From an optimization exercise on the open Yosys and OpenROAD flow, aimed at small area; shortcuts taken in it are not production practice.
Only simulation tests tie the RTL to the original design; equivalence was not proved.
Power and IR drop assume default switching activity. The flow treats the clock pin as an ideal source, which a real chip does not have.

Design rtfCmdRx, start of the top module:
module rtfCmdRx
(
   input  logic       PHY_RXCLK,
   input  logic       rst,
   input  logic [7:0] PHY_RXD,
   input  logic       PHY_RXCTL_RXDV,
   input  logic       PHY_RXER,
   input  logic       replyCredit,
   output logic       replyValid,
   output logic [ADDR_W-1:0]    replyAddr,
   output logic [DATA_W-1:0]    replyData
);
   localparam int QN = REPLY_DEPTH;
   logic inBody;
   logic prev55;
   logic [6:0] idx;           
   logic [31:0] crcReg;
   logic matchOk;
   logic errFlag;
   logic isWrite;
   logic countOk;
   logic [3:0] cnt;           
   logic [DATA_W-1:0] cmdWord;
   logic [ADDR_W-1:0] addr;
   logic [DATA_W-1:0] dataWord;
   logic whiNz;               
   logic rxByte;
   logic sfd;
   logic frameEnd;
   logic lenOk;
   logic cmdOk;
   logic push;                
   function automatic logic [31:0] crcNext(input logic [31:0] crc, input logic [7:0] data);
      logic [31:0] c;
      c = crc;
      for (int i = 0; i < 8; i++)
      begin
         if (c[31] ^ data[i])
            c = {c[30:0], 1'b0} ^ CRC_POLY;
         else
            c = {c[30:0], 1'b0};
      end
      crcNext = c;
   endfunction
   function automatic logic [8:0] expAt(input logic [6:0] i);
      case (i)
         7'd0:  expAt = {1'b1, BOARD_MAC[47:40]};
         7'd1:  expAt = {1'b1, BOARD_MAC[39:32]};
         7'd2:  expAt = {1'b1, BOARD_MAC[31:24]};
         7'd3:  expAt = {1'b1, BOARD_MAC[23:16]};
         7'd4:  expAt = {1'b1, BOARD_MAC[15:8]};
         7'd5:  expAt = {1'b1, BOARD_MAC[7:0]};
         7'd12: expAt = {1'b1, ETHERTYPE_IPV4[15:8]};
         7'd13: expAt = {1'b1, ETHERTYPE_IPV4[7:0]};
         7'd23: expAt = {1'b1, IP_PROTO_UDP};
         7'd30: expAt = {1'b1, BOARD_IP[31:24]};
         7'd31: expAt = {1'b1, BOARD_IP[23:16]};
         7'd32: expAt = {1'b1, BOARD_IP[15:8]};
         7'd33: expAt = {1'b1, BOARD_IP[7:0]};
         7'd36: expAt = {1'b1, CMD_PORT[15:8]};
         7'd37: expAt = {1'b1, CMD_PORT[7:0]};
         default: expAt = 9'h000;
      endcase
   endfunction
   logic [8:0] expB;
   assign expB = expAt(idx);
   assign rxByte = inBody && PHY_RXCTL_RXDV;
  ...
For scale: roughly 7300 cells after synthesis, about 110 I/O pins, roughly 120000 um^2 of cells after synthesis.
export LEC_CHECK = 0
export CAP_MARGIN = 10
export CORE_MARGIN = 2
export CORE_UTILIZATION = 75
export CTS_CLUSTER_DIAMETER = 80
export CTS_CLUSTER_SIZE = 30
export PLACE_DENSITY = 0.85
export SLEW_MARGIN = 10
create_clock -name core_clock -period 8.0 [get_ports {PHY_RXCLK}]
standard.sh (not shown) runs the stock make flow with config.mk's settings and CLKGATE_MAP_FILE= SYNTH_SCRIPT=/design/flow/synth_recipe.tcl, a recipe that flattens the netlist after the stock synthesis.
==> flow/flow/run.sh <==
#!/bin/bash
# The standard layout (standard.sh) with two changes made through the
# ORFS variables its scripts read:
#  - the input and output port buffers are buf_1, the smallest buffer,
#    instead of the cell the resizer picks;
#  - clock tree synthesis clusters up to 30 flip-flops within 80 um per
#    leaf buffer and inserts no dummy loads.
# Everything else (synthesis, floorplan, power grid, tap cells, placement,
# routing) is the standard flow. The make output goes to standard_flow.log;
# each ORFS step keeps its own log under orfs/logs.
set -euo pipefail
export BUFFER_PORTS_ARGS="-inputs -outputs -buffer_cell sky130_fd_sc_hd__buf_1"
export CTS_ARGS="-sink_clustering_enable -repair_clock_nets -dont_use_dummy_load -sink_clustering_size 30 -sink_clustering_max_diameter 80"
bash standard.sh > standard_flow.log 2>&1
The first run failed in clock tree synthesis (4_1_cts) with DPL-0033.
Edit:
==> flow/run.sh (new file) <==
#!/bin/bash
# synth_recipe.tcl (not shown) runs the flow's synth.tcl, then flattens the netlist and writes it again
# the make line also repeats each setting of config.mk as NAME=value (left out here)
make -C /OpenROAD-flow-scripts/flow DESIGN_CONFIG=/design/flow/config.mk WORK_HOME=/design/flow/orfs CLKGATE_MAP_FILE= SYNTH_SCRIPT=/design/flow/synth_recipe.tcl finish
- CAP_MARGIN: 10 -> 20
- CORE_UTILIZATION: 75 -> 70
- PLACE_DENSITY: 0.85 -> 0.8
- SLEW_MARGIN: 10 -> 20
removed: flow/flow/run.sh
removed: flow/standard.sh
What happened: The new run went through all stages and came out clean; synthesized area does not change; synthesized cell count does not change.
Edit:
==> flow/flow/run.sh (new file) <==
#!/bin/bash
# The standard layout (standard.sh) with two changes made through the
# ORFS variables its scripts read:
#  - the input and output port buffers are buf_1, the smallest buffer,
#    instead of the cell the resizer picks;
#  - clock tree synthesis clusters up to 30 flip-flops within 80 um per
#    leaf buffer and inserts no dummy loads.
# Everything else (synthesis, floorplan, power grid, tap cells, placement,
# routing) is the standard flow. The make output goes to standard_flow.log;
# each ORFS step keeps its own log under orfs/logs.
set -euo pipefail
export BUFFER_PORTS_ARGS="-inputs -outputs -buffer_cell sky130_fd_sc_hd__buf_1"
export CTS_ARGS="-sink_clustering_enable -repair_clock_nets -dont_use_dummy_load -sink_clustering_size 30 -sink_clustering_max_diameter 80"
bash standard.sh > standard_flow.log 2>&1
==> flow/standard.sh (new file) <==
#!/bin/bash
# synth_recipe.tcl (not shown) runs the flow's synth.tcl, then flattens the netlist and writes it again
# the make line also repeats each setting of config.mk as NAME=value (left out here)
make -C /OpenROAD-flow-scripts/flow DESIGN_CONFIG=/design/flow/config.mk WORK_HOME=/design/flow/orfs CLKGATE_MAP_FILE= SYNTH_SCRIPT=/design/flow/synth_recipe.tcl "${@:-finish}"
removed: flow/run.sh
What happened:
- non-clock buffer count came out lower by 1
- wire length barely changes
- register-to-register slack loses 0.29 ns
- power came out lower slightly
- count of clock-buffer cells in the layout came out lower by 29
- flip-flop and latch count is unchanged
Edit:
- CAP_MARGIN: 20 -> 5
- SLEW_MARGIN: 20 -> 5
Result:
- utilization does not change
- synthesized cell count stays the same
- wire length stays the same
- sequential share of layout area does not change
- design area stays the same
- clock skew does not change

[re-timing with driven ports]
Ports are ideal in the flow. The routed layouts listed here were re-timed in OpenROAD.
Step 1, drivers: a clkbuf_16 drives PHY_RXCLK and a buf_2 each remaining input, both assumed.
Step 2 also shifts input and output timing later by t, the mid clock arrival at the registers, as if the neighbouring blocks saw the same clock.
a / b / c = ideal ports / drivers / drivers and shift; a / b = the first two.
run	shift t [ns]	setup slack, ns	worst setup path after step 2	latest minus earliest clock arrival (ns)	cell pins on the clock port's net
the second run	0.940	2.183 / 2.183 / 2.183	register to register	0.055 / 0.054	1
the third run	0.909	1.896 / 1.896 / 1.896	register to register	0.111 / 0.111	1
the fourth run	0.909	1.896 / 1.896 / 1.896	register to register	0.111 / 0.111	1
After both steps every run listed still meets setup and hold.
